From an optimization exercise on the open Yosys and OpenROAD flow, aimed at small area and a short achievable clock period; shortcuts taken in it are not production practice. Only simulation tests tie the RTL to the original design; equivalence was not proved.

==> flow/design.v (outline; a module is shown in full before it is edited, if it fits) <==
// module bf_front: 1288 lines
// module bf_back: 125 lines
// module sub25: 280 lines
// module box_axis: 28 lines
// module bbox_raster: 142 lines
module bbox_raster #(
    parameter int SIGFIG     = 24,
    parameter int RADIX      = 10,
    parameter int PIPE_DEPTH = 3
) (
    input  logic                     clk,
    input  logic                     arst_n,
    input  logic [3*SIGFIG-1:0]      tri_x,
    input  logic [3*SIGFIG-1:0]      tri_y,
    input  logic                     tri_valid,
    input  logic                     halt_n,
    input  logic signed [SIGFIG-1:0] screen_x,
    input  logic signed [SIGFIG-1:0] screen_y,
    input  logic [3:0]               msaa_mode,
    output logic [3*SIGFIG-1:0]      out_tri_x,
    output logic [3*SIGFIG-1:0]      out_tri_y,
    output logic signed [SIGFIG-1:0] box_ll_x,
    output logic signed [SIGFIG-1:0] box_ll_y,
    output logic signed [SIGFIG-1:0] box_ur_x,
    output logic signed [SIGFIG-1:0] box_ur_y,
    output logic                     out_valid
);
  // ...
==> flow/flow/run.sh <==
#!/bin/bash
set -euo pipefail
MARGIN=$(cat flow/margin.txt)
bash standard.sh SETUP_SLACK_MARGIN=$MARGIN finish > make_finish.log 2>&1
==> flow/flow/margin.txt <==
9.5
==> flow/standard.sh <==
#!/bin/bash
# synth_recipe.tcl (not shown) runs the flow's synth.tcl, then flattens the netlist and writes it again
# the make line also repeats each setting of config.mk as NAME=value (left out here)
make -C /OpenROAD-flow-scripts/flow DESIGN_CONFIG=/design/flow/config.mk WORK_HOME=/design/flow/orfs CLKGATE_MAP_FILE= SYNTH_SCRIPT=/design/flow/synth_recipe.tcl "${@:-finish}"
==> flow/config.mk <==
export PLATFORM = sky130hd
export DESIGN_NAME = bbox_raster
export DESIGN_NICKNAME = bbox_raster
export VERILOG_FILES = /design/flow/design.v
export SDC_FILE = /design/flow/constraint.sdc
export NUM_CORES = 4
export LEC_CHECK = 0
export ABC_AREA = 1
export CAP_MARGIN = 20
export CORE_MARGIN = 2
export CORE_UTILIZATION = 40
export SLEW_MARGIN = 20
==> flow/constraint.sdc <==
create_clock -name core_clock -period 14.0 [get_ports {clk}]
set_input_delay 2.8000 -clock core_clock [delete_from_list [all_inputs] [get_ports {clk}]]
set_output_delay 2.8000 -clock core_clock [all_outputs]
set_load 0.01 [all_outputs]
==> reports/metrics.yaml, run 1 <==
outcome:
  status: "no timing/DRC/antenna violations"
detailed_routing:
  ant_nets: 0
  wl_per_cell_um: 24.9
  viasPerCell: 5.58
  drtIter0Drc: 5638
  firstDrtPassIters: 8
setup_path:
  crit_path_end: "s1_dx10[15]$_DFFE_PP_"
  worst-path-stages: 9
  r2r_slack_ns: 9.55
  cp_max_fo: 4
global_route:
  gr-max-usage-layer: "met2"
  antenna_found_initial: 21
  grt-ovfl-total: 0
  met1_usage_pct: 33.3
  grtUsageMet2_pct: 40.3
cts:
  numCtsBuffers: 99
  cts_resized: 169
  clock_sinks: 909
  htreeDepth: 3
finish:
  buffer_area_share_pct: 7.59
  antenna_cells: 16
  regMostFlops: "s2_bf"
sta:
  slew_headroom_pct: 27.1
  finalSetupViolCount: 0
  tightest_slew_ns: 1.08
synth:
  synth_xor_area_share_pct: 9.07
  ys_warn_count: 2
  synth-adder-area-share_pct: 24.0
  synth_most_common_cell: "inv_1"
  seq_area_frac_synth_pct: 41.4
  ys_ff_latch: 909
  synth_edf_count: 906
die:
  ios: 441
  taps: 2189
place:
  dp_cells: 8550
hold_path:
  hold_end: "s2_sy[21]$_DFFE_PP_"
==> run 2, diff against run 1 <==
==> flow/flow/run.sh (replaced) <==
#!/bin/bash
set -euo pipefail
MARGIN=$(cat flow/margin.txt)
bash standard.sh SETUP_SLACK_MARGIN=$MARGIN \
    "BUFFER_PORTS_ARGS=-buffer_cell sky130_fd_sc_hd__buf_2" finish > make_finish.log 2>&1
==> run 2 against run 1 <==
  * Still clean
  * Sequential cell count unchanged
  * Fmax barely moved
  * Via count fell by 0.49%
  * Synthesized cell count unchanged
  * Setup slack lost 0.0034 ns
  * Core utilization down 1.7 points
  * Routed wire length is 0.86% lower
  * Global-route usage shrank 0.076 points
  * Register-to-register slack worse by 0.03 ns
  * Count of clock-buffer cells in the layout increased by 13
  * Final cell count is 0.14% lower
  * Critical endpoint is now s2_bf[121]$_DFFE_PP_
==> reports/metrics.yaml, run 2 <==
place:
  dp_slack_ns: 8.10
  dp_cells: 8561  # +0.13%
  place_area_mm2: 0.0703
  dpl.hpwl_mm: 159
  gp_congestion: 0.960
  port_buffers: 426
job:
  max-cap-violations: 0
detailed_routing:
  firstDrtPassIters: 6  # -2
  viasPerCell: 5.56  # -0.35%
  wirelength_mm: 218
  wl_per_cell_um: 24.7  # -0.72%
  ant_nets: 0  # unchanged
  drc: 0
  via_count: 48900
  drtIter0Drc: 5304  # -5.9%
hold_path:
  holdCritPathClass: "flop to flop"
  hold_end: "s2_y[34]$_DFFE_PP_"
  hp-start: "s1_y[34]$_DFFE_PP_"
  min_delay_path_depth: 0
cts:
  clock_latency_ns: 0.75
  clock_sinks: 909  # unchanged
  cts_tree: "yes"
  clk_path_buf_depth: 3
  numCtsBuffers: 98  # -1.0%
  clk_pin_slew_ns: 0.06
  cts_root_buffer: "clkbuf_16"
  htreeDepth: 3  # unchanged
synth:
  ys_warn_count: 2  # unchanged
  ys_ff_latch: 909  # unchanged
  synth_common_cells: "914 x inv_1, 906 x edfxtp_1, 733 x nand2_1"
  seq_area_frac_synth_pct: 41.4  # unchanged
  synth_area_per_cell_um2: 10.7
  syn_inst: 6139
  synth_most_common_cell: "inv_1"
  yosysTopAreaCellShare_pct: 41.3
  synth.distinct_cells: 56
  synth_edf_count: 906  # unchanged
  async_flop_share_pct: 0.330
  synthTopCellsByArea: "edfxtp_1 41%, fa_1 18%, xor2_1 8.5%"
  synth_top_flop_cell: "edfxtp_1"
  syn_area_mm2: 0.0659
  post-synth-top-area-cell: "edfxtp_1"
setup_path:
  critPathBufInv: 7
  reg2reg_depth: 15
  cp_common_cell: "inv_1"
  r2r_slack_ns: 9.52  # -0.03 ns
  arrival_ns: 4.92
  worstPathRequired_ns: 14.44
  critical_path.max_stage_delay_ns: 0.62
  crit_path_end_kind: "flop"
  path_cells: "clkbuf_8 > nor2_2 > inv_1 > nand2_1 > buf_8 > o22ai_1 > xor2_1 > fa_1 > inv_1 > fa_1 > inv_1 > fa_1 > inv_1 > fa_1 > inv_1"
  reg2reg_to: "s2_bf[121]$_DFFE_PP_"
  cp_top_family: "adder cells"
  cp_slowest_cell: "fa_1"
  cp_max_fo: 25  # +21
  crit_type: "flop to flop"
  critPathLaunchType: "flop"
  timing.rr.start: "s1_dy21[7]$_DFFE_PP_"
die:
  ios: 441  # unchanged
  fp.dieH_um: 410
  die_area_mm2: 0.168
  num_rows: 149
  dieWidth_um: 410
  initial_core_util_pct: 40.1
  core_area_mm2: 0.164
global_route:
  grt_pass1_vias: 48500
  antenna_found_initial: 26  # +24%
  grt_pass1_wl_mm: 320
  track_usage_pct: 25.5
  grt-ovfl-total: 0  # unchanged
  grt_max_degree: 134
sta:
  fin_crit_ns: 4.48
  hold_viol: 0
  slew_viol_final: 0
  fmax_ghz: 0.223
  tightest_slew_ns: 1.12  # +0.0364 ns
  fin_skew_ns: 0.0794
  slew_headroom_pct: 25.4  # -1.7 points
  finalCritPeriodShare_pct: 32.0
  whs_ns: 0.377
  setup_tns_ns: 0
  finalSetupViolCount: 0  # unchanged
  finalWorstSetupSlack_ns: 9.52
  grt_setup_unrepaired: "yes"
finish:
  final_cells: 8800
  layout.nets: 7620
  fillers: 15400
  most-common-layout-cells: "906 x edfxtp_1, 900 x inv_1, 725 x nand2_1"
  syn_to_final_growth_pct: 12.9
  regMostFlops: "s2_bf"
  final_layout_size_suffix_gt1_share_pct: 12.3
  fin_area_mm2: 0.0745
  largest_reg_flops: 182
  final_common_cell: "edfxtp_1"
outcome:
  status: "no timing/DRC/antenna violations"
==> run 2: worst max-delay path by stage <==
stage | start | end | slack (ns) | depth (start not counted)
after floorplan | halt_n | v1$_DFFE_PN0P_ | 7.00 | 3
after global placement | halt_n | s1_sy[1]$_DFFE_PP_ | 8.15 | 5
after detailed placement | halt_n | s1_y[1]$_DFFE_PP_ | 8.10 | 5
after CTS | s1_dy21[15]$_DFFE_PP_ | s2_bf[116]$_DFFE_PP_ | 9.49 | 13
after global routing | s1_dy21[7]$_DFFE_PP_ | s2_bf[121]$_DFFE_PP_ | 9.40 | 15
final | s1_dy21[7]$_DFFE_PP_ | s2_bf[121]$_DFFE_PP_ | 9.52 | 15
==> run 2: logic make-up (layout without fill, tap and decap cells) <==
| kind of cell | Yosys count | after routing | synth area share (%) |
|---|---|---|---|
| other | 1 | 34 | 0.00569 |
| buffers and inverters | 1265 | 1703 | 7.63 |
| and+or+nand+nor | 1151 | 1152 | 7.12 |
| xor gates and xnor gates | 683 | 683 | 9.07 |
| muxes | 1 | 1 | 0.0171 |
| AOI/OAI and AO/OA | 1222 | 1222 | 10.8 |
| DFF | 909 | 909 | 41.4 |
| adders and majority gates | 907 | 907 | 24.0 |
==> run 2: routing by layer <==
layer,global-route usage (%),vias to the layer above,part of all wire [%]
met4,11.0,20,5.0
met1,33.7,24100,39
met2,40.4,2725,46
li1,-,21400,-
met5,0,-,0.069
met3,5.59,636,9.8
==> run 2: worst reg2reg max path, stage by stage, from the launching register on <==
cell and delay [ns]:
edfxtp_1 0.39, clkbuf_8 0.30, nor2_2 0.27, inv_1 0.09, nand2_1 0.09, buf_8 0.27, o22ai_1 0.14, xor2_1 0.19
fa_1 0.62, inv_1 0.10, fa_1 0.51, inv_1 0.06, fa_1 0.54, inv_1 0.06, fa_1 0.53, inv_1 0.04
==> run 2: layout make-up <==
class / count / area, µm² / share of cell area, %
clock buffer: 122 / 2540 / 3.41
clock inverter: 58 / 661 / 0.887
sequential: 909 / 27300 / 36.6
multi-input combinational: 3981 / 33800 / 45.4
antenna: 18 / 45.0 / 0.0605
tap: 2189 / 2740 / 3.68
timing repair inverter: 1 / 7.51 / 0.0101
timing repair buffer: 587 / 3730 / 5.01
inverter: 935 / 3640 / 4.89
==> run 2: repair_timing <==
action / CTS / global route
gates resized for setup: 75 / 79
endpoints found under the setup margin: 667 / 387
cloned: 3 / 3
hold buffers: 0 / 0
buffers inserted: 17 / 18
pin swaps: 1 / 0
==> run 2: through the flow <==
| step | util, % |
|---|---|
| after detailed placement | 42.8 |
| final | 45.3 |
| after floorplan | - |
| after global placement | 42.8 |
| after global routing | 45.3 |
| after CTS | 45.0 |
==> run 3, diff against run 2 <==
==> flow/flow/margin.txt (replaced) <==
9.8
==> run 3 against run 2 <==
  * Still clean
  * Critical endpoint unchanged
  * Count of clock-buffer cells in the layout did not move
  * Global-route usage rose by 1.0 points
  * Critical path type unchanged
==> reports/metrics.yaml, run 3 <==
die:
  fp.dieH_um: 410  # unchanged
  initial_core_util_pct: 40.1  # unchanged
  num_rows: 149  # unchanged
  die_area_mm2: 0.168  # unchanged
  dieWidth_um: 410  # unchanged
  core_area_mm2: 0.164  # unchanged
  ios: 441  # unchanged
setup_path:
  r2r_slack_ns: 9.61  # +0.09 ns
  timing.rr.start: "s1_dy10[19]$_DFFE_PP_"
  cp_max_fo: 8  # -68%
  reg2reg_to: "s2_bf[121]$_DFFE_PP_"
  worstPathRequired_ns: 14.44  # about the same
  cp_top_family: "adder cells"
  arrival_ns: 4.84  # -0.08 ns
  crit_path_end_kind: "flop"
  path_cells: "buf_12 > inv_8 > buf_12 > o21ai_4 > buf_8 > buf_4 > o22ai_2 > xor2_1 > fa_1 > fa_2 > inv_2 > fa_1 > inv_2 > fa_1 > inv_1"
  cp_slowest_cell: "fa_2"
  critPathBufInv: 8  # +1
  critPathLaunchType: "flop"
  crit_path_end: "s2_bf[121]$_DFFE_PP_"
  crit_type: "flop to flop"
  cp_common_cell: "fa_1"
  crit_start: "s1_dy10[19]$_DFFE_PP_"
  critical_path.max_stage_delay_ns: 0.62  # about the same
  worst-path-stages: 15  # unchanged
  reg2reg_depth: 15  # unchanged
cts:
  clk_pin_slew_ns: 0.06  # about the same
  cts_root_buffer: "clkbuf_16"
  clock_latency_ns: 0.76  # about the same
  cts_tree: "yes"
  clk_path_buf_depth: 3  # unchanged
  cts_hold_buf: 0  # unchanged
  clock_sinks: 909  # unchanged
  numCtsBuffers: 98  # unchanged
  htreeDepth: 3  # unchanged
detailed_routing:
  drc: 0  # unchanged
  wirelength_mm: 248  # +14%
  viasPerCell: 5.76  # +3.7%
  ant_nets: 0  # unchanged
  wl_per_cell_um: 27.5  # +11%
  via_count: 52100  # +6.6%
  drtIter0Drc: 6864  # +29%
  firstDrtPassIters: 11  # +5
finish:
  layout.nets: 7853  # +3.1%
  most-common-layout-cells: "906 x edfxtp_1, 879 x inv_1, 687 x nand2_1"
  regArea_mm2: 0.0273  # about the same
  fillers: 15000  # -2.9%
  regMostFlops: "s2_bf"
  final_layout_size_suffix_gt1_share_pct: 17.8  # +5.5 points
  syn_to_final_growth_pct: 19.4
  largest_reg_flops: 182  # unchanged
  multi_input_area_mm2: 0.0347  # +2.7%
  final_common_cell: "edfxtp_1"
global_route:
  grt_max_degree: 94  # -30%
  grt_pass1_vias: 49300  # +1.6%
  grt_pass1_wl_mm: 330  # +3.2%
  track_usage_pct: 26.5  # +1.0 points
  grt-ovfl-total: 0  # unchanged
  antenna_found_initial: 29  # +12%
synth:
  synth_top_family_by_area: "adder cells"
  yosysTopAreaCellShare_pct: 41.3  # unchanged
  async_flop_share_pct: 0.330  # unchanged
  ys_ff_latch: 909  # unchanged
  synth_top_flop_cell: "edfxtp_1"
  synth_xor_area_share_pct: 9.07  # unchanged
  synth.distinct_cells: 56  # unchanged
  synth_compound_area_share_pct: 10.8  # unchanged
  synth_area_per_cell_um2: 10.7  # unchanged
  synthTopCellsByArea: "edfxtp_1 41%, fa_1 18%, xor2_1 8.5%"
  synth_edf_count: 906  # unchanged
  synth_most_common_cell: "inv_1"
  synth_mux_area_share_pct: 0.0171  # unchanged
  syn_area_mm2: 0.0659  # unchanged
  synth-adder-area-share_pct: 24.0  # unchanged
  synth_common_cells: "914 x inv_1, 906 x edfxtp_1, 733 x nand2_1"
  post-synth-top-area-cell: "edfxtp_1"
  seq_area_frac_synth_pct: 41.4  # unchanged
  ys_warn_count: 2  # unchanged
  synthSimpleGateAreaFrac_pct: 7.12  # unchanged
  syn_inst: 6139  # unchanged
outcome:
  status: "no timing/DRC/antenna violations"
place:
  port_buffers: 426  # unchanged
  gp_congestion: 0.960  # unchanged
  dp_slack_ns: 8.10  # unchanged
  dpl.hpwl_mm: 159  # unchanged
sta:
  finalWorstSetupSlack_ns: 9.61  # +0.0880 ns
  finalCritPeriodShare_pct: 31.4  # -0.63 points
  hold_viol: 0  # unchanged
  fin_crit_ns: 4.39  # -0.0880 ns
  slew_viol_final: 0  # unchanged
  fin_skew_ns: 0.0805  # +0.00114 ns
  whs_ns: 0.373  # -0.00461 ns
  slew_headroom_pct: 27.9  # +2.6 points
  fmax_ghz: 0.228  # +2.0%
  setup_tns_ns: 0  # unchanged
  grt_setup_unrepaired: "yes"
  tightest_slew_ns: 1.08  # -0.0370 ns
  finalSetupViolCount: 0  # unchanged
job:
  max-cap-violations: 0  # unchanged
hold_path:
  holdCritPathClass: "flop to flop"
[run 3: metal layers]
layer / share of wire (%) / global-route usage (%) / wire, µm / up-vias
met5: 0.20 / 0 / 507 / -
met4: 7.9 / 13.2 / 19600 / 23
met3: 13 / 6.87 / 31300 / 1149
met2: 43 / 41.2 / 106000 / 3534
met1: 37 / 34.4 / 91300 / 25500
li1: - / - / - / 21900
[run 3: cells by family after synthesis]
family / Yosys count
AOI/OAI and AO/OA: 1222
adders and majority gates: 907
other: 1
and+or+nand+nor: 1151
xor gates and xnor gates: 683
buffers and inverters: 1265
DFF: 909
muxes: 1
[run 3: final cells by class]
class,count,area share [%]
Antenna cell,24,0.0763
Clock buffer,122,3.23
Clock inverter,58,0.839
Inverter,935,4.85
Multi-Input combinational cell,3981,44.1
Sequential cell,909,34.6
Tap cell,2189,3.48
Timing Repair Buffer,802,8.62
Timing Repair inverter,19,0.189
[run 3: how the worst min path moves through the flow]
stage / slack, ns / start / endpoint / cells after the start
finish: 0.37 / s1_y[34]$_DFFE_PP_ / s2_y[34]$_DFFE_PP_ / 0
global route: 0.39 / s1_y[33]$_DFFE_PP_ / s2_y[33]$_DFFE_PP_ / 0
CTS: 0.37 / s1_y[34]$_DFFE_PP_ / s2_y[34]$_DFFE_PP_ / 0
detailed placement: 0.40 / s1_sx[8]$_DFFE_PP_ / s2_sx[8]$_DFFE_PP_ / 0
global placement: 0.40 / s1_y[58]$_DFFE_PP_ / s2_y[58]$_DFFE_PP_ / 0
floorplan: 0.40 / s1_cx[2]$_DFFE_PP_ / s2_cx[2]$_DFFE_PP_ / 0
[run 3: what timing repair did]
action	CTS	global route
endpoints found under the setup margin	731	433
setup buffers	70	130
pin swaps	7	92
resized for setup	213	348
gates cloned	24	50
[run 3: metrics by stage]
| stage | utilization (%) | instance area [µm²] | instances |
|---|---|---|---|
| 2_1_floorplan | - | 66000 | 6154 |
| 6_report | 47.9 | 78700 | 9039 |
| 3_3_place_gp | 42.8 | 70300 | 8561 |
| 4_1_cts | 45.8 | 75300 | 8835 |
| 3_5_place_dp | 42.8 | 70300 | 8561 |
| 5_1_grt | 47.9 | 78700 | 9024 |

## separate check: timing with driven ports
The flow's constraints put no driver on any port. The routed layouts listed below were extracted and timed again, unchanged, in two steps. Step 1 sets driving cells, clkbuf_16 on the clock port and buf_2 on the other inputs (assumed; they add their load-dependent delay and slew). Step 2 moves the port delays by t, midway between the first and last clock arrival at a register: inputs arrive t later, outputs are due t later. That takes back most of the time a late clock gives input paths. Three values: no drivers, after step 1, after step 2; two values: the first two.
run | t, ns | slack for setup (ns) | latest minus earliest clock arrival (ns)
run 1 | 0.815 | 9.523 / 9.443 / 8.722 | 0.084 / 0.084
run 2 | 0.797 | 9.520 / 9.520 / 8.896 | 0.084 / 0.085
run 3 | 0.803 | 9.608 / 9.608 / 9.001 | 0.090 / 0.090
After both steps every run listed still meets setup and hold. The setup slack of run 1, which loses most, moves by -0.080 ns with the drivers and by -0.801 ns with both steps.
